This design comes from an exercise in tuning for small area, a short achievable clock period and few clock cycles per item on the open sky130 flow, not from production work.
In this exercise RTL edits were held to simulation tests only and were not proved equivalent to the original.
Power and IR drop assume default switching activity.

==> flow/design.v, too long to show whole: its modules and the start of the top module <==
// module eots_unit: 50 lines
// module eots_sq: 220 lines
// module eots_mul: 341 lines
// module eased_overlay_transition_sequencer_core: 373 lines
module eased_overlay_transition_sequencer_core (
   input  wire                       clock,
   input  wire                       reset,
   input  wire                       req_tvalid,
   output logic                      req_tready,
   input  wire  [15:0]               req_tdata,    
   input  wire  [6:0]                req_tuser,    
   output logic                      rsp_tvalid,
   input  wire                       rsp_tready,
   output logic [eots_pkg::RSP_W-1:0] rsp_tdata,
   input  wire                       csr_write_enable,
   input  wire  [1:0]                csr_index,
   input  wire  [16:0]               csr_wdata
);
  // ...
==> flow/run.sh <==
#!/bin/bash
# synth_recipe.tcl (not shown) runs the flow's synth.tcl, then flattens the netlist and writes it again
# the make line also repeats each setting of config.mk as NAME=value (left out here)
make -C /OpenROAD-flow-scripts/flow DESIGN_CONFIG=/design/flow/config.mk WORK_HOME=/design/flow/orfs CLKGATE_MAP_FILE= SYNTH_SCRIPT=/design/flow/synth_recipe.tcl finish
==> flow/config.mk <==
export PLATFORM = sky130hd
export DESIGN_NAME = eased_overlay_transition_sequencer_core
export DESIGN_NICKNAME = eased_overlay_transition_sequencer_core
export VERILOG_FILES = /design/flow/design.v
export SDC_FILE = /design/flow/constraint.sdc
export NUM_CORES = 4
export LEC_CHECK = 0
export CAP_MARGIN = 20
export CORE_MARGIN = 2
export CORE_UTILIZATION = 40
export PLACE_DENSITY = 0.6
export SLEW_MARGIN = 20
==> flow/constraint.sdc <==
create_clock -name core_clock -period 8.0 [get_ports {clock}]
set_input_delay 1.6000 -clock core_clock [delete_from_list [all_inputs] [get_ports {clock}]]
set_output_delay 1.6000 -clock core_clock [all_outputs]
set_load 0.01 [all_outputs]
==> run summary, run 1 <==
status finished clean; Seq group 3.10 mW; slowest cell delay on critical path 750 ps; top cell category multi-input gates; CP top delay family adder cells; worst r2r dst s3_ff[10]; VDD IR max 0.5480 mV; hpwl dp 59820 µm; non-clk buf share 5.080%; CP Buf/Inv Count 5; Yosys top cell area share 21.68%; largest net degree at the start of global routing 71; Cell Pwr Density 356.3 nW/µm²; Design Area, Final 33550 µm²; cell accounting for the most synthesized area edfxtp_1; WP data required 8360 ps; GRT met1 Usage 28.22%; pre-CTS setup slack 940.5 ps; worst hold endpoint kind3_ff[1]; worst hold slack 417.3 ps; Reg power frac 26.0%; Crit path depth 20; Clk Latency, worst-skew pair 600 ps; Worst setup startpoint negf2_ff; Die Ht 276.8 µm; Seq area share 29.69%; asr flop ratio synth 0%; H-tree Lvls 2; met3 wire len 3616 µm; Layout fillers 7164; Post-Syn Nets 3668; Setup Skew 35.93 ps
Testbench counts, summed over its fixed seeds: cycles 7,492, items 7,142.
==> module eots_mul, before the edit <==
module eots_mul (
   input  wire [11:0] a,
   input  wire [15:0] t,
   input  wire        neg,
   output wire [11:0] s
);
   wire p_s1 = (a[0] & t[8]) ^ (a[1] & t[7]);
   wire p_c2 = (a[0] & t[8]) & (a[1] & t[7]);
   wire p_s3 = (a[0] & t[9]) ^ (a[1] & t[8]) ^ (a[2] & t[7]);
   wire p_c4 = ((a[0] & t[9]) & (a[1] & t[8])) | ((a[0] & t[9]) & (a[2] & t[7])) | ((a[1] & t[8]) & (a[2] & t[7]));
   wire p_s5 = (a[3] & t[6]) ^ (a[4] & t[5]);
   wire p_c6 = (a[3] & t[6]) & (a[4] & t[5]);
   wire p_s7 = (a[0] & t[10]) ^ (a[1] & t[9]) ^ (a[2] & t[8]);
   wire p_c8 = ((a[0] & t[10]) & (a[1] & t[9])) | ((a[0] & t[10]) & (a[2] & t[8])) | ((a[1] & t[9]) & (a[2] & t[8]));
   wire p_s9 = (a[3] & t[7]) ^ (a[4] & t[6]) ^ (a[5] & t[5]);
   wire p_c10 = ((a[3] & t[7]) & (a[4] & t[6])) | ((a[3] & t[7]) & (a[5] & t[5])) | ((a[4] & t[6]) & (a[5] & t[5]));
   wire p_s11 = (a[6] & t[4]) ^ (a[7] & t[3]);
   wire p_c12 = (a[6] & t[4]) & (a[7] & t[3]);
   wire p_s13 = (a[0] & t[11]) ^ (a[1] & t[10]) ^ (a[2] & t[9]);
   wire p_c14 = ((a[0] & t[11]) & (a[1] & t[10])) | ((a[0] & t[11]) & (a[2] & t[9])) | ((a[1] & t[10]) & (a[2] & t[9]));
   wire p_s15 = (a[3] & t[8]) ^ (a[4] & t[7]) ^ (a[5] & t[6]);
   wire p_c16 = ((a[3] & t[8]) & (a[4] & t[7])) | ((a[3] & t[8]) & (a[5] & t[6])) | ((a[4] & t[7]) & (a[5] & t[6]));
   wire p_s17 = (a[6] & t[5]) ^ (a[7] & t[4]) ^ (a[8] & t[3]);
   wire p_c18 = ((a[6] & t[5]) & (a[7] & t[4])) | ((a[6] & t[5]) & (a[8] & t[3])) | ((a[7] & t[4]) & (a[8] & t[3]));
   wire p_s19 = (a[9] & t[2]) ^ (a[10] & t[1]);
   wire p_c20 = (a[9] & t[2]) & (a[10] & t[1]);
   wire p_s21 = (a[0] & t[12]) ^ (a[1] & t[11]) ^ (a[2] & t[10]);
   wire p_c22 = ((a[0] & t[12]) & (a[1] & t[11])) | ((a[0] & t[12]) & (a[2] & t[10])) | ((a[1] & t[11]) & (a[2] & t[10]));
   wire p_s23 = (a[3] & t[9]) ^ (a[4] & t[8]) ^ (a[5] & t[7]);
   wire p_c24 = ((a[3] & t[9]) & (a[4] & t[8])) | ((a[3] & t[9]) & (a[5] & t[7])) | ((a[4] & t[8]) & (a[5] & t[7]));
   wire p_s25 = (a[6] & t[6]) ^ (a[7] & t[5]) ^ (a[8] & t[4]);
   wire p_c26 = ((a[6] & t[6]) & (a[7] & t[5])) | ((a[6] & t[6]) & (a[8] & t[4])) | ((a[7] & t[5]) & (a[8] & t[4]));
   wire p_s27 = (a[9] & t[3]) ^ (a[10] & t[2]);
   wire p_c28 = (a[9] & t[3]) & (a[10] & t[2]);
   wire p_s29 = (a[0] & t[13]) ^ (a[1] & t[12]) ^ (a[2] & t[11]);
   wire p_c30 = ((a[0] & t[13]) & (a[1] & t[12])) | ((a[0] & t[13]) & (a[2] & t[11])) | ((a[1] & t[12]) & (a[2] & t[11]));
   wire p_s31 = (a[3] & t[10]) ^ (a[4] & t[9]) ^ (a[5] & t[8]);
   wire p_c32 = ((a[3] & t[10]) & (a[4] & t[9])) | ((a[3] & t[10]) & (a[5] & t[8])) | ((a[4] & t[9]) & (a[5] & t[8]));
   wire p_s33 = (a[6] & t[7]) ^ (a[7] & t[6]) ^ (a[8] & t[5]);
   wire p_c34 = ((a[6] & t[7]) & (a[7] & t[6])) | ((a[6] & t[7]) & (a[8] & t[5])) | ((a[7] & t[6]) & (a[8] & t[5]));
   wire p_s35 = (a[9] & t[4]) ^ (a[10] & t[3]);
   wire p_c36 = (a[9] & t[4]) & (a[10] & t[3]);
   wire p_s37 = (a[0] & t[14]) ^ (a[1] & t[13]) ^ (a[2] & t[12]);
   wire p_c38 = ((a[0] & t[14]) & (a[1] & t[13])) | ((a[0] & t[14]) & (a[2] & t[12])) | ((a[1] & t[13]) & (a[2] & t[12]));
   wire p_s39 = (a[3] & t[11]) ^ (a[4] & t[10]) ^ (a[5] & t[9]);
   wire p_c40 = ((a[3] & t[11]) & (a[4] & t[10])) | ((a[3] & t[11]) & (a[5] & t[9])) | ((a[4] & t[10]) & (a[5] & t[9]));
   wire p_s41 = (a[6] & t[8]) ^ (a[7] & t[7]) ^ (a[8] & t[6]);
   wire p_c42 = ((a[6] & t[8]) & (a[7] & t[7])) | ((a[6] & t[8]) & (a[8] & t[6])) | ((a[7] & t[7]) & (a[8] & t[6]));
   wire p_s43 = (a[9] & t[5]) ^ (a[10] & t[4]);
   wire p_c44 = (a[9] & t[5]) & (a[10] & t[4]);
   wire p_s45 = (a[0] & t[15]) ^ (a[1] & t[14]) ^ (a[2] & t[13]);
   wire p_c46 = ((a[0] & t[15]) & (a[1] & t[14])) | ((a[0] & t[15]) & (a[2] & t[13])) | ((a[1] & t[14]) & (a[2] & t[13]));
   wire p_s47 = (a[3] & t[12]) ^ (a[4] & t[11]) ^ (a[5] & t[10]);
   wire p_c48 = ((a[3] & t[12]) & (a[4] & t[11])) | ((a[3] & t[12]) & (a[5] & t[10])) | ((a[4] & t[11]) & (a[5] & t[10]));
   wire p_s49 = (a[6] & t[9]) ^ (a[7] & t[8]) ^ (a[8] & t[7]);
   wire p_c50 = ((a[6] & t[9]) & (a[7] & t[8])) | ((a[6] & t[9]) & (a[8] & t[7])) | ((a[7] & t[8]) & (a[8] & t[7]));
   wire p_s51 = (a[9] & t[6]) ^ (a[10] & t[5]);
   wire p_c52 = (a[9] & t[6]) & (a[10] & t[5]);
   wire p_s53 = (a[1] & t[15]) ^ (a[2] & t[14]) ^ (a[3] & t[13]);
   wire p_c54 = ((a[1] & t[15]) & (a[2] & t[14])) | ((a[1] & t[15]) & (a[3] & t[13])) | ((a[2] & t[14]) & (a[3] & t[13]));
   wire p_s55 = (a[4] & t[12]) ^ (a[5] & t[11]) ^ (a[6] & t[10]);
   wire p_c56 = ((a[4] & t[12]) & (a[5] & t[11])) | ((a[4] & t[12]) & (a[6] & t[10])) | ((a[5] & t[11]) & (a[6] & t[10]));
   wire p_s57 = (a[7] & t[9]) ^ (a[8] & t[8]) ^ (a[9] & t[7]);
   wire p_c58 = ((a[7] & t[9]) & (a[8] & t[8])) | ((a[7] & t[9]) & (a[9] & t[7])) | ((a[8] & t[8]) & (a[9] & t[7]));
   wire p_s59 = (a[2] & t[15]) ^ (a[3] & t[14]) ^ (a[4] & t[13]);
   wire p_c60 = ((a[2] & t[15]) & (a[3] & t[14])) | ((a[2] & t[15]) & (a[4] & t[13])) | ((a[3] & t[14]) & (a[4] & t[13]));
   wire p_s61 = (a[5] & t[12]) ^ (a[6] & t[11]) ^ (a[7] & t[10]);
   wire p_c62 = ((a[5] & t[12]) & (a[6] & t[11])) | ((a[5] & t[12]) & (a[7] & t[10])) | ((a[6] & t[11]) & (a[7] & t[10]));
   wire p_s63 = (a[3] & t[15]) ^ (a[4] & t[14]) ^ (a[5] & t[13]);
   wire p_c64 = ((a[3] & t[15]) & (a[4] & t[14])) | ((a[3] & t[15]) & (a[5] & t[13])) | ((a[4] & t[14]) & (a[5] & t[13]));
   wire p_s65 = (a[0] & t[5]) ^ (a[1] & t[4]);
   wire p_c66 = (a[0] & t[5]) & (a[1] & t[4]);
   wire p_s67 = (a[0] & t[6]) ^ (a[1] & t[5]) ^ (a[2] & t[4]);
   wire p_c68 = ((a[0] & t[6]) & (a[1] & t[5])) | ((a[0] & t[6]) & (a[2] & t[4])) | ((a[1] & t[5]) & (a[2] & t[4]));
   wire p_s69 = (a[3] & t[3]) ^ (a[4] & t[2]);
   wire p_c70 = (a[3] & t[3]) & (a[4] & t[2]);
   wire p_s71 = (a[0] & t[7]) ^ (a[1] & t[6]) ^ (a[2] & t[5]);
   wire p_c72 = ((a[0] & t[7]) & (a[1] & t[6])) | ((a[0] & t[7]) & (a[2] & t[5])) | ((a[1] & t[6]) & (a[2] & t[5]));
   wire p_s73 = (a[3] & t[4]) ^ (a[4] & t[3]) ^ (a[5] & t[2]);
   wire p_c74 = ((a[3] & t[4]) & (a[4] & t[3])) | ((a[3] & t[4]) & (a[5] & t[2])) | ((a[4] & t[3]) & (a[5] & t[2]));
   wire p_s75 = (a[6] & t[1]) ^ (a[7] & t[0]);
   wire p_c76 = (a[6] & t[1]) & (a[7] & t[0]);
   wire p_s77 = p_s1 ^ (a[2] & t[6]) ^ (a[3] & t[5]);
   wire p_c78 = (p_s1 & (a[2] & t[6])) | (p_s1 & (a[3] & t[5])) | ((a[2] & t[6]) & (a[3] & t[5]));
   wire p_s79 = (a[4] & t[4]) ^ (a[5] & t[3]) ^ (a[6] & t[2]);
   wire p_c80 = ((a[4] & t[4]) & (a[5] & t[3])) | ((a[4] & t[4]) & (a[6] & t[2])) | ((a[5] & t[3]) & (a[6] & t[2]));
   wire p_s81 = (a[7] & t[1]) ^ (a[8] & t[0]) ^ (neg & a[8]);
   wire p_c82 = ((a[7] & t[1]) & (a[8] & t[0])) | ((a[7] & t[1]) & (neg & a[8])) | ((a[8] & t[0]) & (neg & a[8]));
   wire p_s83 = p_s3 ^ p_s5 ^ (a[5] & t[4]);
   wire p_c84 = (p_s3 & p_s5) | (p_s3 & (a[5] & t[4])) | (p_s5 & (a[5] & t[4]));
   wire p_s85 = (a[6] & t[3]) ^ (a[7] & t[2]) ^ (a[8] & t[1]);
   wire p_c86 = ((a[6] & t[3]) & (a[7] & t[2])) | ((a[6] & t[3]) & (a[8] & t[1])) | ((a[7] & t[2]) & (a[8] & t[1]));
   wire p_s87 = (a[9] & t[0]) ^ (neg & a[9]) ^ p_c2;
   wire p_c88 = ((a[9] & t[0]) & (neg & a[9])) | ((a[9] & t[0]) & p_c2) | ((neg & a[9]) & p_c2);
   wire p_s89 = p_s7 ^ p_s9 ^ p_s11;
   wire p_c90 = (p_s7 & p_s9) | (p_s7 & p_s11) | (p_s9 & p_s11);
   wire p_s91 = (a[8] & t[2]) ^ (a[9] & t[1]) ^ (a[10] & t[0]);
   wire p_c92 = ((a[8] & t[2]) & (a[9] & t[1])) | ((a[8] & t[2]) & (a[10] & t[0])) | ((a[9] & t[1]) & (a[10] & t[0]));
   wire p_s93 = (neg & a[10]) ^ p_c4 ^ p_c6;
   wire p_c94 = ((neg & a[10]) & p_c4) | ((neg & a[10]) & p_c6) | (p_c4 & p_c6);
   wire p_s95 = p_s13 ^ p_s15 ^ p_s17;
   wire p_c96 = (p_s13 & p_s15) | (p_s13 & p_s17) | (p_s15 & p_s17);
   wire p_s97 = p_s19 ^ (a[11] & t[0]) ^ (neg & a[11]);
   wire p_c98 = (p_s19 & (a[11] & t[0])) | (p_s19 & (neg & a[11])) | ((a[11] & t[0]) & (neg & a[11]));
   wire p_s99 = p_c8 ^ p_c10 ^ p_c12;
   wire p_c100 = (p_c8 & p_c10) | (p_c8 & p_c12) | (p_c10 & p_c12);
   wire p_s101 = p_s21 ^ p_s23 ^ p_s25;
   wire p_c102 = (p_s21 & p_s23) | (p_s21 & p_s25) | (p_s23 & p_s25);
   wire p_s103 = p_s27 ^ (a[11] & t[1]) ^ p_c14;
   wire p_c104 = (p_s27 & (a[11] & t[1])) | (p_s27 & p_c14) | ((a[11] & t[1]) & p_c14);
   wire p_s105 = p_c16 ^ p_c18 ^ p_c20;
   wire p_c106 = (p_c16 & p_c18) | (p_c16 & p_c20) | (p_c18 & p_c20);
   wire p_s107 = p_s29 ^ p_s31 ^ p_s33;
   wire p_c108 = (p_s29 & p_s31) | (p_s29 & p_s33) | (p_s31 & p_s33);
   wire p_s109 = p_s35 ^ (a[11] & t[2]) ^ p_c22;
   wire p_c110 = (p_s35 & (a[11] & t[2])) | (p_s35 & p_c22) | ((a[11] & t[2]) & p_c22);
   wire p_s111 = p_c24 ^ p_c26 ^ p_c28;
   wire p_c112 = (p_c24 & p_c26) | (p_c24 & p_c28) | (p_c26 & p_c28);
   wire p_s113 = p_s37 ^ p_s39 ^ p_s41;
   wire p_c114 = (p_s37 & p_s39) | (p_s37 & p_s41) | (p_s39 & p_s41);
   wire p_s115 = p_s43 ^ (a[11] & t[3]) ^ p_c30;
   wire p_c116 = (p_s43 & (a[11] & t[3])) | (p_s43 & p_c30) | ((a[11] & t[3]) & p_c30);
   wire p_s117 = p_c32 ^ p_c34 ^ p_c36;
   wire p_c118 = (p_c32 & p_c34) | (p_c32 & p_c36) | (p_c34 & p_c36);
   wire p_s119 = p_s45 ^ p_s47 ^ p_s49;
   wire p_c120 = (p_s45 & p_s47) | (p_s45 & p_s49) | (p_s47 & p_s49);
   wire p_s121 = p_s51 ^ (a[11] & t[4]) ^ p_c38;
   wire p_c122 = (p_s51 & (a[11] & t[4])) | (p_s51 & p_c38) | ((a[11] & t[4]) & p_c38);
   wire p_s123 = p_c40 ^ p_c42 ^ p_c44;
   wire p_c124 = (p_c40 & p_c42) | (p_c40 & p_c44) | (p_c42 & p_c44);
   wire p_s125 = p_s53 ^ p_s55 ^ p_s57;
   wire p_c126 = (p_s53 & p_s55) | (p_s53 & p_s57) | (p_s55 & p_s57);
   wire p_s127 = (a[10] & t[6]) ^ (a[11] & t[5]) ^ p_c46;
   wire p_c128 = ((a[10] & t[6]) & (a[11] & t[5])) | ((a[10] & t[6]) & p_c46) | ((a[11] & t[5]) & p_c46);
   wire p_s129 = p_c48 ^ p_c50 ^ p_c52;
   wire p_c130 = (p_c48 & p_c50) | (p_c48 & p_c52) | (p_c50 & p_c52);
   wire p_s131 = p_s59 ^ p_s61 ^ (a[8] & t[9]);
   wire p_c132 = (p_s59 & p_s61) | (p_s59 & (a[8] & t[9])) | (p_s61 & (a[8] & t[9]));
   wire p_s133 = (a[9] & t[8]) ^ (a[10] & t[7]) ^ (a[11] & t[6]);
   wire p_c134 = ((a[9] & t[8]) & (a[10] & t[7])) | ((a[9] & t[8]) & (a[11] & t[6])) | ((a[10] & t[7]) & (a[11] & t[6]));
   wire p_s135 = p_c54 ^ p_c56 ^ p_c58;
   wire p_c136 = (p_c54 & p_c56) | (p_c54 & p_c58) | (p_c56 & p_c58);
   wire p_s137 = p_s63 ^ (a[6] & t[12]) ^ (a[7] & t[11]);
   wire p_c138 = (p_s63 & (a[6] & t[12])) | (p_s63 & (a[7] & t[11])) | ((a[6] & t[12]) & (a[7] & t[11]));
   wire p_s139 = (a[8] & t[10]) ^ (a[9] & t[9]) ^ (a[10] & t[8]);
   wire p_c140 = ((a[8] & t[10]) & (a[9] & t[9])) | ((a[8] & t[10]) & (a[10] & t[8])) | ((a[9] & t[9]) & (a[10] & t[8]));
   wire p_s141 = (a[11] & t[7]) ^ p_c60 ^ p_c62;
   wire p_c142 = ((a[11] & t[7]) & p_c60) | ((a[11] & t[7]) & p_c62) | (p_c60 & p_c62);
   wire p_s143 = (a[4] & t[15]) ^ (a[5] & t[14]) ^ (a[6] & t[13]);
   wire p_c144 = ((a[4] & t[15]) & (a[5] & t[14])) | ((a[4] & t[15]) & (a[6] & t[13])) | ((a[5] & t[14]) & (a[6] & t[13]));
   wire p_s145 = (a[7] & t[12]) ^ (a[8] & t[11]) ^ (a[9] & t[10]);
   wire p_c146 = ((a[7] & t[12]) & (a[8] & t[11])) | ((a[7] & t[12]) & (a[9] & t[10])) | ((a[8] & t[11]) & (a[9] & t[10]));
   wire p_s147 = (a[10] & t[9]) ^ (a[11] & t[8]) ^ p_c64;
   wire p_c148 = ((a[10] & t[9]) & (a[11] & t[8])) | ((a[10] & t[9]) & p_c64) | ((a[11] & t[8]) & p_c64);
   wire p_s149 = (a[5] & t[15]) ^ (a[6] & t[14]) ^ (a[7] & t[13]);
   wire p_c150 = ((a[5] & t[15]) & (a[6] & t[14])) | ((a[5] & t[15]) & (a[7] & t[13])) | ((a[6] & t[14]) & (a[7] & t[13]));
   wire p_s151 = (a[8] & t[12]) ^ (a[9] & t[11]) ^ (a[10] & t[10]);
   wire p_c152 = ((a[8] & t[12]) & (a[9] & t[11])) | ((a[8] & t[12]) & (a[10] & t[10])) | ((a[9] & t[11]) & (a[10] & t[10]));
   wire p_s153 = (a[6] & t[15]) ^ (a[7] & t[14]) ^ (a[8] & t[13]);
   wire p_c154 = ((a[6] & t[15]) & (a[7] & t[14])) | ((a[6] & t[15]) & (a[8] & t[13])) | ((a[7] & t[14]) & (a[8] & t[13]));
   wire p_s155 = (a[0] & t[3]) ^ (a[1] & t[2]);
   wire p_c156 = (a[0] & t[3]) & (a[1] & t[2]);
   wire p_s157 = (a[0] & t[4]) ^ (a[1] & t[3]) ^ (a[2] & t[2]);
   wire p_c158 = ((a[0] & t[4]) & (a[1] & t[3])) | ((a[0] & t[4]) & (a[2] & t[2])) | ((a[1] & t[3]) & (a[2] & t[2]));
   wire p_s159 = (a[3] & t[1]) ^ (a[4] & t[0]);
   wire p_c160 = (a[3] & t[1]) & (a[4] & t[0]);
   wire p_s161 = p_s65 ^ (a[2] & t[3]) ^ (a[3] & t[2]);
   wire p_c162 = (p_s65 & (a[2] & t[3])) | (p_s65 & (a[3] & t[2])) | ((a[2] & t[3]) & (a[3] & t[2]));
   wire p_s163 = (a[4] & t[1]) ^ (a[5] & t[0]) ^ (neg & a[5]);
   wire p_c164 = ((a[4] & t[1]) & (a[5] & t[0])) | ((a[4] & t[1]) & (neg & a[5])) | ((a[5] & t[0]) & (neg & a[5]));
   wire p_s165 = p_s67 ^ p_s69 ^ (a[5] & t[1]);
   wire p_c166 = (p_s67 & p_s69) | (p_s67 & (a[5] & t[1])) | (p_s69 & (a[5] & t[1]));
   wire p_s167 = (a[6] & t[0]) ^ (neg & a[6]) ^ p_c66;
   wire p_c168 = ((a[6] & t[0]) & (neg & a[6])) | ((a[6] & t[0]) & p_c66) | ((neg & a[6]) & p_c66);
   wire p_s169 = p_s71 ^ p_s73 ^ p_s75;
   wire p_c170 = (p_s71 & p_s73) | (p_s71 & p_s75) | (p_s73 & p_s75);
   wire p_s171 = (neg & a[7]) ^ p_c68 ^ p_c70;
   wire p_c172 = ((neg & a[7]) & p_c68) | ((neg & a[7]) & p_c70) | (p_c68 & p_c70);
   wire p_s173 = p_s77 ^ p_s79 ^ p_s81;
   wire p_c174 = (p_s77 & p_s79) | (p_s77 & p_s81) | (p_s79 & p_s81);
   wire p_s175 = p_c72 ^ p_c74 ^ p_c76;
   wire p_c176 = (p_c72 & p_c74) | (p_c72 & p_c76) | (p_c74 & p_c76);
   wire p_s177 = p_s83 ^ p_s85 ^ p_s87;
   wire p_c178 = (p_s83 & p_s85) | (p_s83 & p_s87) | (p_s85 & p_s87);
   wire p_s179 = p_c78 ^ p_c80 ^ p_c82;
   wire p_c180 = (p_c78 & p_c80) | (p_c78 & p_c82) | (p_c80 & p_c82);
   wire p_s181 = p_s89 ^ p_s91 ^ p_s93;
   wire p_c182 = (p_s89 & p_s91) | (p_s89 & p_s93) | (p_s91 & p_s93);
   wire p_s183 = p_c84 ^ p_c86 ^ p_c88;
   wire p_c184 = (p_c84 & p_c86) | (p_c84 & p_c88) | (p_c86 & p_c88);
   wire p_s185 = p_s95 ^ p_s97 ^ p_s99;
   wire p_c186 = (p_s95 & p_s97) | (p_s95 & p_s99) | (p_s97 & p_s99);
   wire p_s187 = p_c90 ^ p_c92 ^ p_c94;
   wire p_c188 = (p_c90 & p_c92) | (p_c90 & p_c94) | (p_c92 & p_c94);
   wire p_s189 = p_s101 ^ p_s103 ^ p_s105;
   wire p_c190 = (p_s101 & p_s103) | (p_s101 & p_s105) | (p_s103 & p_s105);
   wire p_s191 = p_c96 ^ p_c98 ^ p_c100;
   wire p_c192 = (p_c96 & p_c98) | (p_c96 & p_c100) | (p_c98 & p_c100);
   wire p_s193 = p_s107 ^ p_s109 ^ p_s111;
   wire p_c194 = (p_s107 & p_s109) | (p_s107 & p_s111) | (p_s109 & p_s111);
   wire p_s195 = p_c102 ^ p_c104 ^ p_c106;
   wire p_c196 = (p_c102 & p_c104) | (p_c102 & p_c106) | (p_c104 & p_c106);
   wire p_s197 = p_s113 ^ p_s115 ^ p_s117;
   wire p_c198 = (p_s113 & p_s115) | (p_s113 & p_s117) | (p_s115 & p_s117);
   wire p_s199 = p_c108 ^ p_c110 ^ p_c112;
   wire p_c200 = (p_c108 & p_c110) | (p_c108 & p_c112) | (p_c110 & p_c112);
   wire p_s201 = p_s119 ^ p_s121 ^ p_s123;
   wire p_c202 = (p_s119 & p_s121) | (p_s119 & p_s123) | (p_s121 & p_s123);
   wire p_s203 = p_c114 ^ p_c116 ^ p_c118;
   wire p_c204 = (p_c114 & p_c116) | (p_c114 & p_c118) | (p_c116 & p_c118);
   wire p_s205 = p_s125 ^ p_s127 ^ p_s129;
   wire p_c206 = (p_s125 & p_s127) | (p_s125 & p_s129) | (p_s127 & p_s129);
   wire p_s207 = p_c120 ^ p_c122 ^ p_c124;
   wire p_c208 = (p_c120 & p_c122) | (p_c120 & p_c124) | (p_c122 & p_c124);
   wire p_s209 = p_s131 ^ p_s133 ^ p_s135;
   wire p_c210 = (p_s131 & p_s133) | (p_s131 & p_s135) | (p_s133 & p_s135);
   wire p_s211 = p_c126 ^ p_c128 ^ p_c130;
   wire p_c212 = (p_c126 & p_c128) | (p_c126 & p_c130) | (p_c128 & p_c130);
   wire p_s213 = p_s137 ^ p_s139 ^ p_s141;
   wire p_c214 = (p_s137 & p_s139) | (p_s137 & p_s141) | (p_s139 & p_s141);
   wire p_s215 = p_c132 ^ p_c134 ^ p_c136;
   wire p_c216 = (p_c132 & p_c134) | (p_c132 & p_c136) | (p_c134 & p_c136);
   wire p_s217 = p_s143 ^ p_s145 ^ p_s147;
   wire p_c218 = (p_s143 & p_s145) | (p_s143 & p_s147) | (p_s145 & p_s147);
   wire p_s219 = p_c138 ^ p_c140 ^ p_c142;
   wire p_c220 = (p_c138 & p_c140) | (p_c138 & p_c142) | (p_c140 & p_c142);
   wire p_s221 = p_s149 ^ p_s151 ^ (a[11] & t[9]);
   wire p_c222 = (p_s149 & p_s151) | (p_s149 & (a[11] & t[9])) | (p_s151 & (a[11] & t[9]));
   wire p_s223 = p_c144 ^ p_c146 ^ p_c148;
   wire p_c224 = (p_c144 & p_c146) | (p_c144 & p_c148) | (p_c146 & p_c148);
   wire p_s225 = p_s153 ^ (a[9] & t[12]) ^ (a[10] & t[11]);
   wire p_c226 = (p_s153 & (a[9] & t[12])) | (p_s153 & (a[10] & t[11])) | ((a[9] & t[12]) & (a[10] & t[11]));
   wire p_s227 = (a[11] & t[10]) ^ p_c150 ^ p_c152;
   wire p_c228 = ((a[11] & t[10]) & p_c150) | ((a[11] & t[10]) & p_c152) | (p_c150 & p_c152);
   wire p_s229 = (a[7] & t[15]) ^ (a[8] & t[14]) ^ (a[9] & t[13]);
   wire p_c230 = ((a[7] & t[15]) & (a[8] & t[14])) | ((a[7] & t[15]) & (a[9] & t[13])) | ((a[8] & t[14]) & (a[9] & t[13]));
   wire p_s231 = (a[10] & t[12]) ^ (a[11] & t[11]) ^ p_c154;
   wire p_c232 = ((a[10] & t[12]) & (a[11] & t[11])) | ((a[10] & t[12]) & p_c154) | ((a[11] & t[11]) & p_c154);
   wire p_s233 = (a[8] & t[15]) ^ (a[9] & t[14]) ^ (a[10] & t[13]);
   wire p_c234 = ((a[8] & t[15]) & (a[9] & t[14])) | ((a[8] & t[15]) & (a[10] & t[13])) | ((a[9] & t[14]) & (a[10] & t[13]));
   wire p_s235 = (a[0] & t[2]) ^ (a[1] & t[1]);
   wire p_c236 = (a[0] & t[2]) & (a[1] & t[1]);
   wire p_s237 = p_s155 ^ (a[2] & t[1]) ^ (a[3] & t[0]);
   wire p_c238 = (p_s155 & (a[2] & t[1])) | (p_s155 & (a[3] & t[0])) | ((a[2] & t[1]) & (a[3] & t[0]));
   wire p_s239 = p_s157 ^ p_s159 ^ (neg & a[4]);
   wire p_c240 = (p_s157 & p_s159) | (p_s157 & (neg & a[4])) | (p_s159 & (neg & a[4]));
   wire p_s241 = p_s161 ^ p_s163 ^ p_c158;
   wire p_c242 = (p_s161 & p_s163) | (p_s161 & p_c158) | (p_s163 & p_c158);
   wire p_s243 = p_s165 ^ p_s167 ^ p_c162;
   wire p_c244 = (p_s165 & p_s167) | (p_s165 & p_c162) | (p_s167 & p_c162);
   wire p_s245 = p_s169 ^ p_s171 ^ p_c166;
   wire p_c246 = (p_s169 & p_s171) | (p_s169 & p_c166) | (p_s171 & p_c166);
   wire p_s247 = p_s173 ^ p_s175 ^ p_c170;
   wire p_c248 = (p_s173 & p_s175) | (p_s173 & p_c170) | (p_s175 & p_c170);
   wire p_s249 = p_s177 ^ p_s179 ^ p_c174;
   wire p_c250 = (p_s177 & p_s179) | (p_s177 & p_c174) | (p_s179 & p_c174);
   wire p_s251 = p_s181 ^ p_s183 ^ p_c178;
   wire p_c252 = (p_s181 & p_s183) | (p_s181 & p_c178) | (p_s183 & p_c178);
   wire p_s253 = p_s185 ^ p_s187 ^ p_c182;
   wire p_c254 = (p_s185 & p_s187) | (p_s185 & p_c182) | (p_s187 & p_c182);
   wire p_s255 = p_s189 ^ p_s191 ^ p_c186;
   wire p_c256 = (p_s189 & p_s191) | (p_s189 & p_c186) | (p_s191 & p_c186);
   wire p_s257 = p_s193 ^ p_s195 ^ p_c190;
   wire p_c258 = (p_s193 & p_s195) | (p_s193 & p_c190) | (p_s195 & p_c190);
   wire p_s259 = p_s197 ^ p_s199 ^ p_c194;
   wire p_c260 = (p_s197 & p_s199) | (p_s197 & p_c194) | (p_s199 & p_c194);
   wire p_s261 = p_s201 ^ p_s203 ^ p_c198;
   wire p_c262 = (p_s201 & p_s203) | (p_s201 & p_c198) | (p_s203 & p_c198);
   wire p_s263 = p_s205 ^ p_s207 ^ p_c202;
   wire p_c264 = (p_s205 & p_s207) | (p_s205 & p_c202) | (p_s207 & p_c202);
   wire p_s265 = p_s209 ^ p_s211 ^ p_c206;
   wire p_c266 = (p_s209 & p_s211) | (p_s209 & p_c206) | (p_s211 & p_c206);
   wire p_s267 = p_s213 ^ p_s215 ^ p_c210;
   wire p_c268 = (p_s213 & p_s215) | (p_s213 & p_c210) | (p_s215 & p_c210);
   wire p_s269 = p_s217 ^ p_s219 ^ p_c214;
   wire p_c270 = (p_s217 & p_s219) | (p_s217 & p_c214) | (p_s219 & p_c214);
   wire p_s271 = p_s221 ^ p_s223 ^ p_c218;
   wire p_c272 = (p_s221 & p_s223) | (p_s221 & p_c218) | (p_s223 & p_c218);
   wire p_s273 = p_s225 ^ p_s227 ^ p_c222;
   wire p_c274 = (p_s225 & p_s227) | (p_s225 & p_c222) | (p_s227 & p_c222);
   wire p_s275 = p_s229 ^ p_s231 ^ p_c226;
   wire p_c276 = (p_s229 & p_s231) | (p_s229 & p_c226) | (p_s231 & p_c226);
   wire p_s277 = p_s233 ^ (a[11] & t[12]) ^ p_c230;
   wire p_c278 = (p_s233 & (a[11] & t[12])) | (p_s233 & p_c230) | ((a[11] & t[12]) & p_c230);
   wire p_s279 = (a[9] & t[15]) ^ (a[10] & t[14]) ^ (a[11] & t[13]);
   wire p_c280 = ((a[9] & t[15]) & (a[10] & t[14])) | ((a[9] & t[15]) & (a[11] & t[13])) | ((a[10] & t[14]) & (a[11] & t[13]));
   wire p_s281 = (a[0] & t[1]) ^ (a[1] & t[0]);
   wire p_c282 = (a[0] & t[1]) & (a[1] & t[0]);
   wire p_s283 = p_s235 ^ (a[2] & t[0]) ^ (neg & a[2]);
   wire p_c284 = (p_s235 & (a[2] & t[0])) | (p_s235 & (neg & a[2])) | ((a[2] & t[0]) & (neg & a[2]));
   wire p_s285 = p_s237 ^ (neg & a[3]) ^ p_c236;
   wire p_c286 = (p_s237 & (neg & a[3])) | (p_s237 & p_c236) | ((neg & a[3]) & p_c236);
   wire p_s287 = p_s239 ^ p_c156 ^ p_c238;
   wire p_c288 = (p_s239 & p_c156) | (p_s239 & p_c238) | (p_c156 & p_c238);
   wire p_s289 = p_s241 ^ p_c160 ^ p_c240;
   wire p_c290 = (p_s241 & p_c160) | (p_s241 & p_c240) | (p_c160 & p_c240);
   wire p_s291 = p_s243 ^ p_c164 ^ p_c242;
   wire p_c292 = (p_s243 & p_c164) | (p_s243 & p_c242) | (p_c164 & p_c242);
   wire p_s293 = p_s245 ^ p_c168 ^ p_c244;
   wire p_c294 = (p_s245 & p_c168) | (p_s245 & p_c244) | (p_c168 & p_c244);
   wire p_s295 = p_s247 ^ p_c172 ^ p_c246;
   wire p_c296 = (p_s247 & p_c172) | (p_s247 & p_c246) | (p_c172 & p_c246);
   wire p_s297 = p_s249 ^ p_c176 ^ p_c248;
   wire p_c298 = (p_s249 & p_c176) | (p_s249 & p_c248) | (p_c176 & p_c248);
   wire p_s299 = p_s251 ^ p_c180 ^ p_c250;
   wire p_c300 = (p_s251 & p_c180) | (p_s251 & p_c250) | (p_c180 & p_c250);
   wire p_s301 = p_s253 ^ p_c184 ^ p_c252;
   wire p_c302 = (p_s253 & p_c184) | (p_s253 & p_c252) | (p_c184 & p_c252);
   wire p_s303 = p_s255 ^ p_c188 ^ p_c254;
   wire p_c304 = (p_s255 & p_c188) | (p_s255 & p_c254) | (p_c188 & p_c254);
   wire p_s305 = p_s257 ^ p_c192 ^ p_c256;
   wire p_c306 = (p_s257 & p_c192) | (p_s257 & p_c256) | (p_c192 & p_c256);
   wire p_s307 = p_s259 ^ p_c196 ^ p_c258;
   wire p_c308 = (p_s259 & p_c196) | (p_s259 & p_c258) | (p_c196 & p_c258);
   wire p_s309 = p_s261 ^ p_c200 ^ p_c260;
   wire p_c310 = (p_s261 & p_c200) | (p_s261 & p_c260) | (p_c200 & p_c260);
   wire p_s311 = p_s263 ^ p_c204 ^ p_c262;
   wire p_c312 = (p_s263 & p_c204) | (p_s263 & p_c262) | (p_c204 & p_c262);
   wire p_s313 = p_s265 ^ p_c208 ^ p_c264;
   wire p_c314 = (p_s265 & p_c208) | (p_s265 & p_c264) | (p_c208 & p_c264);
   wire p_s315 = p_s267 ^ p_c212 ^ p_c266;
   wire p_c316 = (p_s267 & p_c212) | (p_s267 & p_c266) | (p_c212 & p_c266);
   wire p_s317 = p_s269 ^ p_c216 ^ p_c268;
   wire p_c318 = (p_s269 & p_c216) | (p_s269 & p_c268) | (p_c216 & p_c268);
   wire p_s319 = p_s271 ^ p_c220 ^ p_c270;
   wire p_c320 = (p_s271 & p_c220) | (p_s271 & p_c270) | (p_c220 & p_c270);
   wire p_s321 = p_s273 ^ p_c224 ^ p_c272;
   wire p_c322 = (p_s273 & p_c224) | (p_s273 & p_c272) | (p_c224 & p_c272);
   wire p_s323 = p_s275 ^ p_c228 ^ p_c274;
   wire p_c324 = (p_s275 & p_c228) | (p_s275 & p_c274) | (p_c228 & p_c274);
   wire p_s325 = p_s277 ^ p_c232 ^ p_c276;
   wire p_c326 = (p_s277 & p_c232) | (p_s277 & p_c276) | (p_c232 & p_c276);
   wire p_s327 = p_s279 ^ p_c234 ^ p_c278;
   wire p_c328 = (p_s279 & p_c234) | (p_s279 & p_c278) | (p_c234 & p_c278);
   wire p_s329 = (a[10] & t[15]) ^ (a[11] & t[14]) ^ p_c280;
   wire p_c330 = ((a[10] & t[15]) & (a[11] & t[14])) | ((a[10] & t[15]) & p_c280) | ((a[11] & t[14]) & p_c280);
   wire [26:0] p_ra = {(a[11] & t[15]), p_s329, p_s327, p_s325, p_s323, p_s321, p_s319, p_s317, p_s315, p_s313, p_s311, p_s309, p_s307, p_s305, p_s303, p_s301, p_s299, p_s297, p_s295, p_s293, p_s291, p_s289, p_s287, p_s285, p_s283, p_s281, (a[0] & t[0])};
   wire [26:0] p_rb = {p_c330, p_c328, p_c326, p_c324, p_c322, p_c320, p_c318, p_c316, p_c314, p_c312, p_c310, p_c308, p_c306, p_c304, p_c302, p_c300, p_c298, p_c296, p_c294, p_c292, p_c290, p_c288, p_c286, p_c284, p_c282, (neg & a[1]), (neg & a[0])};
   wire [27:0] p_sum = p_ra + p_rb;
   assign s = p_sum[27:16];
endmodule
==> module eased_overlay_transition_sequencer_core, before the edit <==
module eased_overlay_transition_sequencer_core (
   input  wire                       clock,
   input  wire                       reset,
   input  wire                       req_tvalid,
   output logic                      req_tready,
   input  wire  [15:0]               req_tdata,    
   input  wire  [6:0]                req_tuser,    
   output logic                      rsp_tvalid,
   input  wire                       rsp_tready,
   output logic [eots_pkg::RSP_W-1:0] rsp_tdata,
   input  wire                       csr_write_enable,
   input  wire  [1:0]                csr_index,
   input  wire  [16:0]               csr_wdata
);
   localparam int PW = eots_pkg::PW;
   localparam logic [PW-1:0] ONE = eots_pkg::ONE;
   localparam int DL = 8;
   localparam logic [2:0] T_TICK     = 3'd0;
   localparam logic [2:0] T_CLOSE    = 3'd1;
   localparam logic [2:0] T_OPEN     = 3'd2;
   localparam logic [2:0] T_COMPLETE = 3'd3;
   localparam logic [2:0] T_CANCEL   = 3'd4;
   localparam logic [2:0] T_NOP      = 3'd5;
   localparam logic [2:0] T_EMPTY    = 3'd7;
   localparam logic [2:0] U_KEEP     = 3'd0;    
   localparam logic [2:0] U_OPEN     = 3'd1;    
   localparam logic [2:0] U_CLOSE    = 3'd2;    
   localparam logic [2:0] U_CANCEL   = 3'd3;    
   localparam logic [2:0] U_COMPLETE = 3'd4;    
   localparam logic [2:0] U_TICK     = 3'd5;    
   localparam logic [2:0] U_LAST     = 3'd6;    
   localparam logic [2:0] U_EMPTY    = 3'd7;    
   logic [11:0] scr_w_ff, scr_h_ff;
   logic [16:0] acap_ff;                     
   logic        rsp_valid_ff;
   logic        adv;
   logic        req_fire;
   logic        req_start;
   logic        nxt_busy_ff;
   logic        rdy_ff;
   logic        skid_v_ff;
   logic [2:0]  skid_tok_ff;
   logic [15:0] skid_len_ff;
   logic [3:0]  skid_kind_ff;
   logic        div_free;
   logic        skid_start;
   logic        go_skid;
   logic        go_req;
   logic [2:0]  dl_ff [DL];
   logic [2:0]  req_tok;
   logic [15:0] div_len, div_quo, div_rem;
   logic [3:0]  nxt_kind_ff;
   logic [1:0]  phase_ff;
   logic [3:0]  kind_ff;
   logic [15:0] qinc_ff;      
   logic [15:0] rinc_ff;      
   logic [16:0] rdec_ff;      
   logic        imm_ff;       
   logic [15:0] q_ff;         
   logic [16:0] e_ff;         
   logic [2:0]  u1_ff;
   logic        open1_ff;
   logic [2:0]  u2_ff;
   logic [3:0]  kind2_ff;
   logic        useh2_ff;
   logic [15:0] y2_ff;        
   logic        nege2_ff;     
   logic        negf2_ff;     
   logic [2:0]  u3_ff;
   logic [3:0]  kind3_ff;
   logic [15:0] y3_ff;
   logic        nege3_ff;
   logic        negf3_ff;
   logic [11:0] s3_ff;        
   logic [1:0]  o_phase_ff;
   logic [16:0] o_prog_ff, o_alpha_ff;
   logic [12:0] o_x_ff, o_y_ff;
   logic [11:0] o_w_ff, o_h_ff;
   logic        o_done_ff;
   assign adv        = !rsp_valid_ff || rsp_tready;
   assign req_start  = (req_tuser[2:0] == eots_pkg::ACT_CLOSE) ||
                       (req_tuser[2:0] == eots_pkg::ACT_OPEN);
   assign req_tready = rdy_ff;
   assign req_fire   = req_tvalid && rdy_ff && !reset;
   always_comb begin
      unique case (req_tuser[2:0])
         eots_pkg::ACT_TICK:     req_tok = T_TICK;
         eots_pkg::ACT_CLOSE:    req_tok = T_CLOSE;
         eots_pkg::ACT_OPEN:     req_tok = T_OPEN;
         eots_pkg::ACT_COMPLETE: req_tok = T_COMPLETE;
         eots_pkg::ACT_CANCEL:   req_tok = T_CANCEL;
         default:                req_tok = T_NOP;
      endcase
   end
   always_ff @(posedge clock) begin
      if (reset) begin
         scr_w_ff <= eots_pkg::SCREEN_W_RST;
         scr_h_ff <= eots_pkg::SCREEN_H_RST;
         acap_ff  <= ONE;
      end else if (csr_write_enable) begin
         unique case (csr_index)
            eots_pkg::CSR_SCREEN_W:   scr_w_ff <= csr_wdata[11:0];
            eots_pkg::CSR_SCREEN_H:   scr_h_ff <= csr_wdata[11:0];
            eots_pkg::CSR_BASE_ALPHA: acap_ff  <= csr_wdata[16] ? ONE : csr_wdata;
            default: begin
            end
         endcase
      end
   end
   logic apply;
   assign div_free   = !nxt_busy_ff || apply;
   assign skid_start = (skid_tok_ff == T_OPEN) || (skid_tok_ff == T_CLOSE);
   assign go_skid    = skid_v_ff && adv && (!skid_start || div_free);
   assign go_req     = req_fire && adv && (!req_start || div_free);
   always_ff @(posedge clock) begin
      if (reset) begin
         for (int i = 0; i < DL; i++) dl_ff[i] <= T_EMPTY;
      end else if (adv) begin
         dl_ff[0] <= go_skid ? skid_tok_ff : (go_req ? req_tok : T_EMPTY);
         for (int i = 1; i < DL; i++) dl_ff[i] <= dl_ff[i-1];
      end
   end
   always_ff @(posedge clock) begin
      if (reset) begin
         skid_v_ff <= 1'b0;
         rdy_ff    <= 1'b1;
      end else begin
         if (skid_v_ff) begin
            skid_v_ff <= !go_skid;
            rdy_ff    <= go_skid;
         end else begin
            skid_v_ff <= req_fire && !go_req;
            rdy_ff    <= !(req_fire && !go_req);
         end
      end
   end
   always_ff @(posedge clock) begin
      if (!skid_v_ff) begin
         skid_tok_ff  <= req_tok;
         skid_len_ff  <= req_tdata;
         skid_kind_ff <= req_tuser[6:3];
      end
   end
   logic        div_start;
   logic [15:0] div_len_in;
   assign div_start  = (go_skid && skid_start) || (go_req && req_start);
   assign div_len_in = go_skid ? skid_len_ff : req_tdata;
   eots_unit u_unit (
      .clock (clock),
      .reset (reset),
      .start (div_start),
      .len   (div_len_in),
      .len_q (div_len),
      .quo   (div_quo),
      .rem   (div_rem)
   );
   always_ff @(posedge clock) begin
      if (div_start) nxt_kind_ff <= go_skid ? skid_kind_ff : req_tuser[6:3];
   end
   logic [2:0]  tok;
   logic        active;
   logic        c_step;
   logic [17:0] q_sum2;
   logic [16:0] q_sum;
   logic        tick_done;
   logic [16:0] rdec_new;
   assign tok       = dl_ff[DL-1];
   assign active    = (phase_ff == eots_pkg::PH_OPENING) || (phase_ff == eots_pkg::PH_CLOSING);
   assign c_step    = !e_ff[16];
   assign q_sum2    = {1'b0, q_ff, 1'b1} + {1'b0, qinc_ff, c_step};
   assign q_sum     = q_sum2[17:1];
   assign tick_done = imm_ff || q_sum[16];
   assign apply     = adv && ((tok == T_OPEN) || (tok == T_CLOSE));
   assign rdec_new  = {1'b0, div_rem} - {1'b0, div_len};
   always_ff @(posedge clock) begin
      if (reset) nxt_busy_ff <= 1'b0;
      else if (div_start) nxt_busy_ff <= 1'b1;
      else if (apply) nxt_busy_ff <= 1'b0;
   end
   always_ff @(posedge clock) begin
      if (reset) begin
         phase_ff <= eots_pkg::PH_IDLE;
         kind_ff  <= eots_pkg::KIND_FADE;
         u1_ff    <= U_EMPTY;
         open1_ff <= 1'b0;
      end else if (adv) begin
         open1_ff <= (phase_ff == eots_pkg::PH_OPENING);
         unique case (tok)
            T_TICK: begin
               if (!active) begin
                  u1_ff <= U_KEEP;
               end else if (tick_done) begin
                  u1_ff    <= U_LAST;
                  phase_ff <= eots_pkg::PH_COMPLETED;
               end else begin
                  u1_ff <= U_TICK;
               end
            end
            T_CLOSE: begin
               phase_ff <= eots_pkg::PH_CLOSING;
               kind_ff  <= nxt_kind_ff;
               u1_ff    <= U_CLOSE;
            end
            T_OPEN: begin
               phase_ff <= eots_pkg::PH_OPENING;
               kind_ff  <= nxt_kind_ff;
               u1_ff    <= U_OPEN;
            end
            T_COMPLETE: begin
               phase_ff <= eots_pkg::PH_COMPLETED;
               u1_ff    <= U_COMPLETE;
            end
            T_CANCEL: begin
               phase_ff <= eots_pkg::PH_IDLE;
               u1_ff    <= U_CANCEL;
            end
            T_NOP: begin
               u1_ff <= U_KEEP;
            end
            default: begin
               u1_ff <= U_EMPTY;
            end
         endcase
      end
   end
   always_ff @(posedge clock) begin
      if (adv) begin
         if (tok == T_OPEN || tok == T_CLOSE) begin
            qinc_ff <= div_quo;
            rinc_ff <= div_rem;
            rdec_ff <= rdec_new;
            imm_ff  <= (div_len[15:1] == 15'd0);
            q_ff    <= 16'd0;
            e_ff    <= rdec_new;
         end else if (tok == T_TICK && active) begin
            q_ff <= q_sum[15:0];
            e_ff <= e_ff + (c_step ? rdec_ff : {1'b0, rinc_ff});
         end
      end
   end
   logic        last1;
   logic [14:0] sq_x;
   logic        sq_hi;
   logic        nege;
   logic [15:0] sq_y;
   assign last1 = (u1_ff == U_LAST);
   assign sq_x  = last1 ? 15'd0 : (q_ff[14:0] ^ {15{q_ff[15]}});
   assign sq_hi = q_ff[15] && !last1;
   assign nege  = q_ff[15] || last1;
   eots_sq u_sq (
      .x  (sq_x),
      .hi (sq_hi),
      .y  (sq_y)
   );
   always_ff @(posedge clock) begin
      if (reset) begin
         u2_ff <= U_EMPTY;
         u3_ff <= U_EMPTY;
      end else if (adv) begin
         u2_ff <= u1_ff;
         u3_ff <= u2_ff;
      end
   end
   always_ff @(posedge clock) begin
      if (adv) begin
         kind2_ff <= kind_ff;
         useh2_ff <= (kind_ff == eots_pkg::KIND_SLIDE_U) || (kind_ff == eots_pkg::KIND_SLIDE_D);
         y2_ff    <= sq_y;
         nege2_ff <= nege;
         negf2_ff <= nege ^ open1_ff;
      end
   end
   logic [11:0] scr_s;
   logic [15:0] mul_t;
   logic [11:0] s_px;
   assign scr_s = useh2_ff ? scr_h_ff : scr_w_ff;
   assign mul_t = y2_ff ^ {16{negf2_ff}};
   eots_mul u_mul (
      .a   (scr_s),
      .t   (mul_t),
      .neg (negf2_ff),
      .s   (s_px)
   );
   always_ff @(posedge clock) begin
      if (adv) begin
         kind3_ff <= kind2_ff;
         y3_ff    <= y2_ff;
         nege3_ff <= nege2_ff;
         negf3_ff <= negf2_ff;
         s3_ff    <= s_px;
      end
   end
   logic [16:0] y_ext, y_cmp, eased, eff;
   logic        s_neg;
   logic [11:0] scr_s3;
   logic [12:0] diff;
   logic [13:0] diff2;
   logic        tick3;
   always_comb begin
      y_ext  = {1'b0, y3_ff};
      y_cmp  = ONE - y_ext;
      eased  = nege3_ff ? y_cmp : y_ext;
      eff    = negf3_ff ? y_cmp : y_ext;
      s_neg  = (kind3_ff == eots_pkg::KIND_SLIDE_L) || (kind3_ff == eots_pkg::KIND_SLIDE_U);
      scr_s3 = ((kind3_ff == eots_pkg::KIND_SLIDE_U) || (kind3_ff == eots_pkg::KIND_SLIDE_D))
               ? scr_h_ff : scr_w_ff;
      diff2  = {13'(s3_ff) ^ {13{!s_neg}}, 1'b1} + {13'(scr_s3) ^ {13{s_neg}}, 1'b1};
      diff   = diff2[13:1];
      tick3  = (u3_ff == U_TICK) || (u3_ff == U_LAST);
   end
   always_ff @(posedge clock) begin
      if (reset) begin
         rsp_valid_ff <= 1'b0;
         o_phase_ff   <= eots_pkg::PH_IDLE;
         o_prog_ff    <= '0;
         o_alpha_ff   <= ONE;
         o_x_ff       <= 13'd0;
         o_y_ff       <= 13'd0;
         o_w_ff       <= eots_pkg::SCREEN_W_RST;
         o_h_ff       <= eots_pkg::SCREEN_H_RST;
         o_done_ff    <= 1'b0;
      end else if (adv) begin
         rsp_valid_ff <= (u3_ff != U_EMPTY);
         unique case (u3_ff)
            U_KEEP:     begin o_done_ff <= 1'b0; end
            U_OPEN:     begin o_done_ff <= 1'b0; o_phase_ff <= eots_pkg::PH_OPENING; end
            U_CLOSE:    begin o_done_ff <= 1'b0; o_phase_ff <= eots_pkg::PH_CLOSING; end
            U_CANCEL:   begin o_done_ff <= 1'b0; o_phase_ff <= eots_pkg::PH_IDLE; end
            U_COMPLETE: begin o_done_ff <= 1'b1; o_phase_ff <= eots_pkg::PH_COMPLETED; end
            U_TICK:     begin o_done_ff <= 1'b0; end
            U_LAST:     begin o_done_ff <= 1'b1; o_phase_ff <= eots_pkg::PH_COMPLETED; end
            default: begin
            end
         endcase
         unique case (u3_ff)
            U_OPEN, U_CLOSE, U_CANCEL: o_prog_ff <= '0;
            U_COMPLETE:                o_prog_ff <= ONE;
            U_TICK, U_LAST:            o_prog_ff <= eased;
            default: begin
            end
         endcase
         if (tick3) begin
            unique case (kind3_ff)
               eots_pkg::KIND_FADE, eots_pkg::KIND_CIRCLE_A, eots_pkg::KIND_CIRCLE_B: begin
                  o_alpha_ff <= eff;
               end
               eots_pkg::KIND_SLIDE_L, eots_pkg::KIND_SLIDE_R: begin
                  o_x_ff     <= diff;
                  o_y_ff     <= 13'd0;
                  o_alpha_ff <= acap_ff;
               end
               eots_pkg::KIND_SLIDE_U, eots_pkg::KIND_SLIDE_D: begin
                  o_x_ff     <= 13'd0;
                  o_y_ff     <= diff;
                  o_alpha_ff <= acap_ff;
               end
               eots_pkg::KIND_WIPE_L, eots_pkg::KIND_WIPE_R: begin
                  o_w_ff     <= s3_ff;
                  o_h_ff     <= scr_h_ff;
                  o_x_ff     <= (kind3_ff == eots_pkg::KIND_WIPE_R) ? diff : 13'd0;
                  o_y_ff     <= 13'd0;
                  o_alpha_ff <= acap_ff;
               end
               default: begin
               end
            endcase
         end
      end
   end
   assign rsp_tvalid = rsp_valid_ff;
   assign rsp_tdata  = {o_done_ff, (o_phase_ff != eots_pkg::PH_IDLE), o_h_ff, o_w_ff,
                        o_y_ff, o_x_ff, o_alpha_ff, o_prog_ff, o_phase_ff};
endmodule
==> inputs of run 2 (changes only) <==
--- a/flow/design.v
+++ b/flow/design.v
@@ -325,7 +325,8 @@
    input  wire [11:0] a,
    input  wire [15:0] t,
    input  wire        neg,
-   output wire [11:0] s
+   output wire [26:0] ra,
+   output wire [26:0] rb
 );
    wire p_s1 = (a[0] & t[8]) ^ (a[1] & t[7]);
    wire p_c2 = (a[0] & t[8]) & (a[1] & t[7]);
@@ -657,10 +658,8 @@
    wire p_c328 = (p_s279 & p_c234) | (p_s279 & p_c278) | (p_c234 & p_c278);
    wire p_s329 = (a[10] & t[15]) ^ (a[11] & t[14]) ^ p_c280;
    wire p_c330 = ((a[10] & t[15]) & (a[11] & t[14])) | ((a[10] & t[15]) & p_c280) | ((a[11] & t[14]) & p_c280);
-   wire [26:0] p_ra = {(a[11] & t[15]), p_s329, p_s327, p_s325, p_s323, p_s321, p_s319, p_s317, p_s315, p_s313, p_s311, p_s309, p_s307, p_s305, p_s303, p_s301, p_s299, p_s297, p_s295, p_s293, p_s291, p_s289, p_s287, p_s285, p_s283, p_s281, (a[0] & t[0])};
-   wire [26:0] p_rb = {p_c330, p_c328, p_c326, p_c324, p_c322, p_c320, p_c318, p_c316, p_c314, p_c312, p_c310, p_c308, p_c306, p_c304, p_c302, p_c300, p_c298, p_c296, p_c294, p_c292, p_c290, p_c288, p_c286, p_c284, p_c282, (neg & a[1]), (neg & a[0])};
-   wire [27:0] p_sum = p_ra + p_rb;
-   assign s = p_sum[27:16];
+   assign ra = {(a[11] & t[15]), p_s329, p_s327, p_s325, p_s323, p_s321, p_s319, p_s317, p_s315, p_s313, p_s311, p_s309, p_s307, p_s305, p_s303, p_s301, p_s299, p_s297, p_s295, p_s293, p_s291, p_s289, p_s287, p_s285, p_s283, p_s281, (a[0] & t[0])};
+   assign rb = {p_c330, p_c328, p_c326, p_c324, p_c322, p_c320, p_c318, p_c316, p_c314, p_c312, p_c310, p_c308, p_c306, p_c304, p_c302, p_c300, p_c298, p_c296, p_c294, p_c292, p_c290, p_c288, p_c286, p_c284, p_c282, (neg & a[1]), (neg & a[0])};
 endmodule
 `default_nettype wire
 `default_nettype none
@@ -722,13 +721,15 @@
    logic [15:0] rinc_ff;      
    logic [16:0] rdec_ff;      
    logic        imm_ff;       
-   logic [15:0] q_ff;         
+   logic [14:0] qx_ff;        
+   logic        qh_ff;        
+   logic [15:0] q_cur;
    logic [16:0] e_ff;         
    logic [2:0]  u1_ff;
    logic        open1_ff;
    logic [2:0]  u2_ff;
    logic [3:0]  kind2_ff;
-   logic        useh2_ff;
+   logic [11:0] scr2_ff;      
    logic [15:0] y2_ff;        
    logic        nege2_ff;     
    logic        negf2_ff;     
@@ -737,7 +738,10 @@
    logic [15:0] y3_ff;
    logic        nege3_ff;
    logic        negf3_ff;
-   logic [11:0] s3_ff;        
+   logic [10:0] pa3_ff;       
+   logic [10:0] pb3_ff;
+   logic [3:0]  pg3_ff;       
+   logic [3:0]  pp3_ff;
    logic [1:0]  o_phase_ff;
    logic [16:0] o_prog_ff, o_alpha_ff;
    logic [12:0] o_x_ff, o_y_ff;
@@ -833,7 +837,8 @@
    assign tok       = dl_ff[DL-1];
    assign active    = (phase_ff == eots_pkg::PH_OPENING) || (phase_ff == eots_pkg::PH_CLOSING);
    assign c_step    = !e_ff[16];
-   assign q_sum2    = {1'b0, q_ff, 1'b1} + {1'b0, qinc_ff, c_step};
+   assign q_cur     = {qh_ff, qx_ff ^ {15{qh_ff}}};
+   assign q_sum2    = {1'b0, q_cur, 1'b1} + {1'b0, qinc_ff, c_step};
    assign q_sum     = q_sum2[17:1];
    assign tick_done = imm_ff || q_sum[16];
    assign apply     = adv && ((tok == T_OPEN) || (tok == T_CLOSE));
@@ -896,10 +901,12 @@
             rinc_ff <= div_rem;
             rdec_ff <= rdec_new;
             imm_ff  <= (div_len[15:1] == 15'd0);
-            q_ff    <= 16'd0;
+            qx_ff   <= 15'd0;
+            qh_ff   <= 1'b0;
             e_ff    <= rdec_new;
          end else if (tok == T_TICK && active) begin
-            q_ff <= q_sum[15:0];
+            qx_ff <= tick_done ? 15'd0 : (q_sum[14:0] ^ {15{q_sum[15]}});
+            qh_ff <= q_sum[15] && !tick_done;
             e_ff <= e_ff + (c_step ? rdec_ff : {1'b0, rinc_ff});
          end
       end
@@ -910,9 +917,9 @@
    logic        nege;
    logic [15:0] sq_y;
    assign last1 = (u1_ff == U_LAST);
-   assign sq_x  = last1 ? 15'd0 : (q_ff[14:0] ^ {15{q_ff[15]}});
-   assign sq_hi = q_ff[15] && !last1;
-   assign nege  = q_ff[15] || last1;
+   assign sq_x  = qx_ff;
+   assign sq_hi = qh_ff;
+   assign nege  = qh_ff || last1;
    eots_sq u_sq (
       .x  (sq_x),
       .hi (sq_hi),
@@ -930,7 +937,8 @@
    always_ff @(posedge clock) begin
       if (adv) begin
          kind2_ff <= kind_ff;
-         useh2_ff <= (kind_ff == eots_pkg::KIND_SLIDE_U) || (kind_ff == eots_pkg::KIND_SLIDE_D);
+         scr2_ff  <= ((kind_ff == eots_pkg::KIND_SLIDE_U) || (kind_ff == eots_pkg::KIND_SLIDE_D))
+                     ? scr_h_ff : scr_w_ff;
          y2_ff    <= sq_y;
          nege2_ff <= nege;
          negf2_ff <= nege ^ open1_ff;
@@ -939,23 +947,42 @@
    logic [11:0] scr_s;
    logic [15:0] mul_t;
    logic [11:0] s_px;
-   assign scr_s = useh2_ff ? scr_h_ff : scr_w_ff;
+   assign scr_s = scr2_ff;
    assign mul_t = y2_ff ^ {16{negf2_ff}};
+   logic [26:0] mul_ra, mul_rb;
+   logic [3:0]  mul_g, mul_p;
    eots_mul u_mul (
       .a   (scr_s),
       .t   (mul_t),
       .neg (negf2_ff),
-      .s   (s_px)
+      .ra  (mul_ra),
+      .rb  (mul_rb)
    );
+   always_comb begin
+      for (int g = 0; g < 4; g++) begin
+         logic [4:0] ns;
+         ns       = {1'b0, mul_ra[4*g +: 4]} + {1'b0, mul_rb[4*g +: 4]};
+         mul_g[g] = ns[4];
+         mul_p[g] = (ns[3:0] == 4'hF);
+      end
+   end
    always_ff @(posedge clock) begin
       if (adv) begin
          kind3_ff <= kind2_ff;
          y3_ff    <= y2_ff;
          nege3_ff <= nege2_ff;
          negf3_ff <= negf2_ff;
-         s3_ff    <= s_px;
+         pa3_ff   <= mul_ra[26:16];
+         pb3_ff   <= mul_rb[26:16];
+         pg3_ff   <= mul_g;
+         pp3_ff   <= mul_p;
       end
    end
+   logic        c16;
+   logic [11:0] s3;
+   assign c16 = pg3_ff[3] || (pp3_ff[3] && (pg3_ff[2] || (pp3_ff[2] && (pg3_ff[1] ||
+                (pp3_ff[1] && pg3_ff[0])))));
+   assign s3  = 12'({1'b0, pa3_ff} + {1'b0, pb3_ff} + {11'd0, c16});
    logic [16:0] y_ext, y_cmp, eased, eff;
    logic        s_neg;
    logic [11:0] scr_s3;
@@ -970,7 +997,7 @@
       s_neg  = (kind3_ff == eots_pkg::KIND_SLIDE_L) || (kind3_ff == eots_pkg::KIND_SLIDE_U);
       scr_s3 = ((kind3_ff == eots_pkg::KIND_SLIDE_U) || (kind3_ff == eots_pkg::KIND_SLIDE_D))
                ? scr_h_ff : scr_w_ff;
-      diff2  = {13'(s3_ff) ^ {13{!s_neg}}, 1'b1} + {13'(scr_s3) ^ {13{s_neg}}, 1'b1};
+      diff2  = {13'(s3) ^ {13{!s_neg}}, 1'b1} + {13'(scr_s3) ^ {13{s_neg}}, 1'b1};
       diff   = diff2[13:1];
       tick3  = (u3_ff == U_TICK) || (u3_ff == U_LAST);
    end
@@ -1021,7 +1048,7 @@
                   o_alpha_ff <= acap_ff;
                end
                eots_pkg::KIND_WIPE_L, eots_pkg::KIND_WIPE_R: begin
-                  o_w_ff     <= s3_ff;
+                  o_w_ff     <= s3;
                   o_h_ff     <= scr_h_ff;
                   o_x_ff     <= (kind3_ff == eots_pkg::KIND_WIPE_R) ? diff : 13'd0;
                   o_y_ff     <= 13'd0;
--- a/flow/config.mk
+++ b/flow/config.mk
@@ -9,4 +9,5 @@
 export CORE_MARGIN = 2
 export CORE_UTILIZATION = 40
 export PLACE_DENSITY = 0.6
+export SETUP_SLACK_MARGIN = 5
 export SLEW_MARGIN = 20
==> run 2 against run 1 <==
  * Synthesized cell count fell by 2.3%
  * Global-route usage fell by 0.10 points
  * First-iteration DRC count fell by 18%
  * Design area rose by 18%
  * Sequential power barely moved
  * Fmax rose by 44%
  * Critical path depth fell by 4
  * Utilization rose by 6.8 points
==> run summary, run 2 <==
Max-Cap Viols 0 (unchanged); GRT overflow 0 (unchanged); final wirelength 80730 µm (was 77580 µm); slew at the pin closest to its max-slew limit 974.4 ps (was 959.0 ps); ant diodes 0 (unchanged); clk sink count 418 (was 390); pre-CTS setup slack 2614 ps (was 940.5 ps); hpwl dp 53420 µm (was 59820 µm); Synth Area in Simple Gates 17.54% (was 17.52%); Rows 101 (was 100); core area 76080 µm² (was 74070 µm²); Yosys top cell area share 23.67% (was 21.68%); DR iter-0 viols 1329 (was 1620); final setup margin 3105 ps (was 939.5 ps); Slew headroom 35.04% (was 34.24%); worst hold slack 418.6 ps (was 417.3 ps); Hold Buf Count CTS 0 (unchanged); Mapped Cells 3133 (was 3207); largest family of logic cells by synthesized area adder cells (unchanged); Layout fillers 6778 (was 7164); Post-Syn Nets 3613 (was 3668); Die Ht 281.6 µm (was 276.8 µm); RSZ-0062 raised after global routing true (was false); Most flops, register dl_ff (unchanged); CTS Buf Count 48 (was 43); H-tree Lvls 2 (unchanged); max FFs per register 24 (unchanged); Layout area overhead 28.49% (was 12.67%); setup tns final 0 ps (unchanged); slowest cell delay on critical path 590 ps (was 750 ps); critical path class register to register (unchanged); DR WL/cell 17.87 µm (was 18.00 µm); compound-cell area share of the yosys netlist 10.31% (was 11.92%); Cell Pwr Density 336.1 nW/µm² (was 356.3 nW/µm²); Min-Delay Path Class register to register (unchanged); Synth Register Bits 418 (was 390); Primary FF master, synth edfxtp_1 (unchanged); largest net degree at the start of global routing 93 (was 71); main area contributors after synthesis edfxtp_1 (24%), fa_1 (15%), dfxtp_1 (11%), ha_1 (8.1%), and2_1 (5.1%) (was edfxtp_1 (22%), fa_1 (15%), dfxtp_1 (12%), ha_1 (7.8%), nor2_1 (5.2%)); CP Buf/Inv Count 5 (unchanged); synth cell count leaders nand2_1 (312), inv_1 (306), and2_1 (251) (was nor2_1 (414), nand2_1 (385), inv_1 (313)); Setup Skew 19.34 ps (was 35.93 ps); WP data required 8360 ps (about the same); Final nets 3930 (was 3768); post-DR vias/cell 5.168 (was 5.248); cell accounting for the most synthesized area edfxtp_1 (unchanged); CP top delay family adder cells (unchanged); TritonCTS clock tree done (unchanged); gr usage total 20.11% (was 20.21%); initial core utilization 40.52% (was 40.20%); commonest non-fill, non-tap cell in the layout nand2_1 (was nor2_1); status finished clean (unchanged); final slew viol count 0 (unchanged); layout cell share with drive strength beyond 1 23.25% (was 6.016%); clock-pin slew on the worst setup and hold paths 60 ps (was 70 ps); Yosys warnings 3 (unchanged); Clk Latency, worst-skew pair 610 ps (was 600 ps); asr flop ratio synth 0% (unchanged); combined area of the multi-input logic cells 20920 µm² (was 18170 µm²); commonest non-fill, non-tap cells in the layout nand2_1 (292), inv_1 (273), edfxtp_1 (243) (was nor2_1 (414), nand2_1 (385), inv_1 (312)); CP max-delay cell fa_1 (was xnor2_1); synth unique cells 82 (was 89); Detail Route Antenna Nets 0 (unchanged); cell mode on critical path fa_1; remaining routing DRC violations 0 (unchanged); global placement routability congestion 0.8492 (was 0.9435); CP max FO 8 (was 27); LEAKAGE 16.80 nW (was 14.15 nW); fin crit period 4895 ps (was 7061 ps); VDD IR max 0.4772 mV (was 0.5480 mV); Crit. End Element register (unchanged)
-- run 2: changes by cell type after synthesis, sizes merged, moves of 14 or more --
| cell | previous run | this run |
|---|---|---|
| nand2 | 385 | 312 |
| nor2 | 414 | 229 |
| mux2 | 43 | 57 |
| or2 | 28 | 11 |
| ha | 185 | 199 |
| xor2 | 62 | 77 |
| a21oi | 189 | 172 |
| nand2b | 38 | 24 |
| o21ai | 103 | 81 |
| xnor2 | 125 | 98 |
| edfxtp | 215 | 243 |
| nor3b | 5 | 22 |
| and2 | 27 | 251 |
-- run 2: final cells by class --
class | count | area share (%)
inverter | 306 | 2.944
multi-input combinational | 2272 | 52.81
clock inverter | 16 | 0.5086
clock buffer | 72 | 3.605
sequential | 418 | 27.31
timing repair inverter | 2 | 0.02843
timing repair buffer | 402 | 9.531
tap | 1030 | 3.254
-- run 2: path summary, 6_finish.rpt --
| kind | startpoint | endpoint | slack [ps] | cells after the start |
|---|---|---|---|---|
| max | negf2_ff | pg3_ff[3] | 3100 | 16 |
| min | nege2_ff | nege3_ff | 420 | 0 |
| max reg2reg | negf2_ff | pg3_ff[3] | 3100 | 16 |
| min reg2reg | nege2_ff | nege3_ff | 420 | 0 |
-- run 2: report_power, final --
group | switching (mW) | internal, mW
combinational | 4.11 | 3.82
sequential | 0.312 | 2.81
clock | 0.957 | 1.31
total | 5.38 | 7.94
-- run 2: cell families after synthesis --
group / after synthesis
AO/OA/AOI/OAI: 495
XOR/XNOR: 176
adder cells (fa/ha/maj): 433
buffers and inverters: 448
flip-flops: 418
multiplexers: 90
AND/OR/NAND/NOR: 1073
-- run 2: metal layers --
metal / routed length, µm / vias to the layer above / track usage (%)
met4: 1994 / 0 / 5.169
met1: 36240 / 11510 / 27.20
met3: 3627 / 126 / 2.544
li1: - / 11190 / -
met2: 38870 / 517 / 34.08
met5: 0 / - / 0
-- run 2: what timing repair did --
| action | CTS | global route |
|---|---|---|
| cloned | 14 | 0 |
| pin swaps | 124 | 124 |
| setup buffers | 171 | 64 |
| gates resized for setup | 365 | 166 |
| setup endpoints to repair | 478 | 160 |
-- run 2: stage by stage --
| stage | util (%) | cell area, µm² |
|---|---|---|
| finish | 52.06 | 39610 |
| global route | 52.06 | 39610 |
| CTS | 50.24 | 38220 |
| detailed placement | 44.39 | 33770 |
| global placement | 44.39 | 33770 |
| floorplan | - | 31780 |
Testbench counts of run 2, summed over its fixed seeds: cycles 7,492, items 7,142.

[what the ideal ports hide]
The results above use ideal ports. As a check the final layouts listed here were re-extracted and re-timed, cells and wires unchanged. Step 1 (the two cells are an assumption about what drives the block):
set clk [get_ports {clock}]
set_driving_cell -lib_cell sky130_fd_sc_hd__clkbuf_16 $clk
set_driving_cell -lib_cell sky130_fd_sc_hd__buf_2 [delete_from_list [all_inputs] $clk]
Step 2 adds t to the input delays and takes it off the output delays; t is the mean of the earliest and latest rising clock arrival at the registers after step 1. Input paths then give back, and output paths get back, about the clock's delay inside the block. Slacks: ideal / step 1 / step 2; pairs: ideal / step 1.
run | t (ns) | setup WS [ns] | pins driven straight from the clock port
run 1 | 0.647 | 0.939 / 0.939 / 0.939 | 1
run 2 | 0.667 | 3.105 / 3.105 / 3.105 | 1
After both steps setup and hold are still met in every run listed.
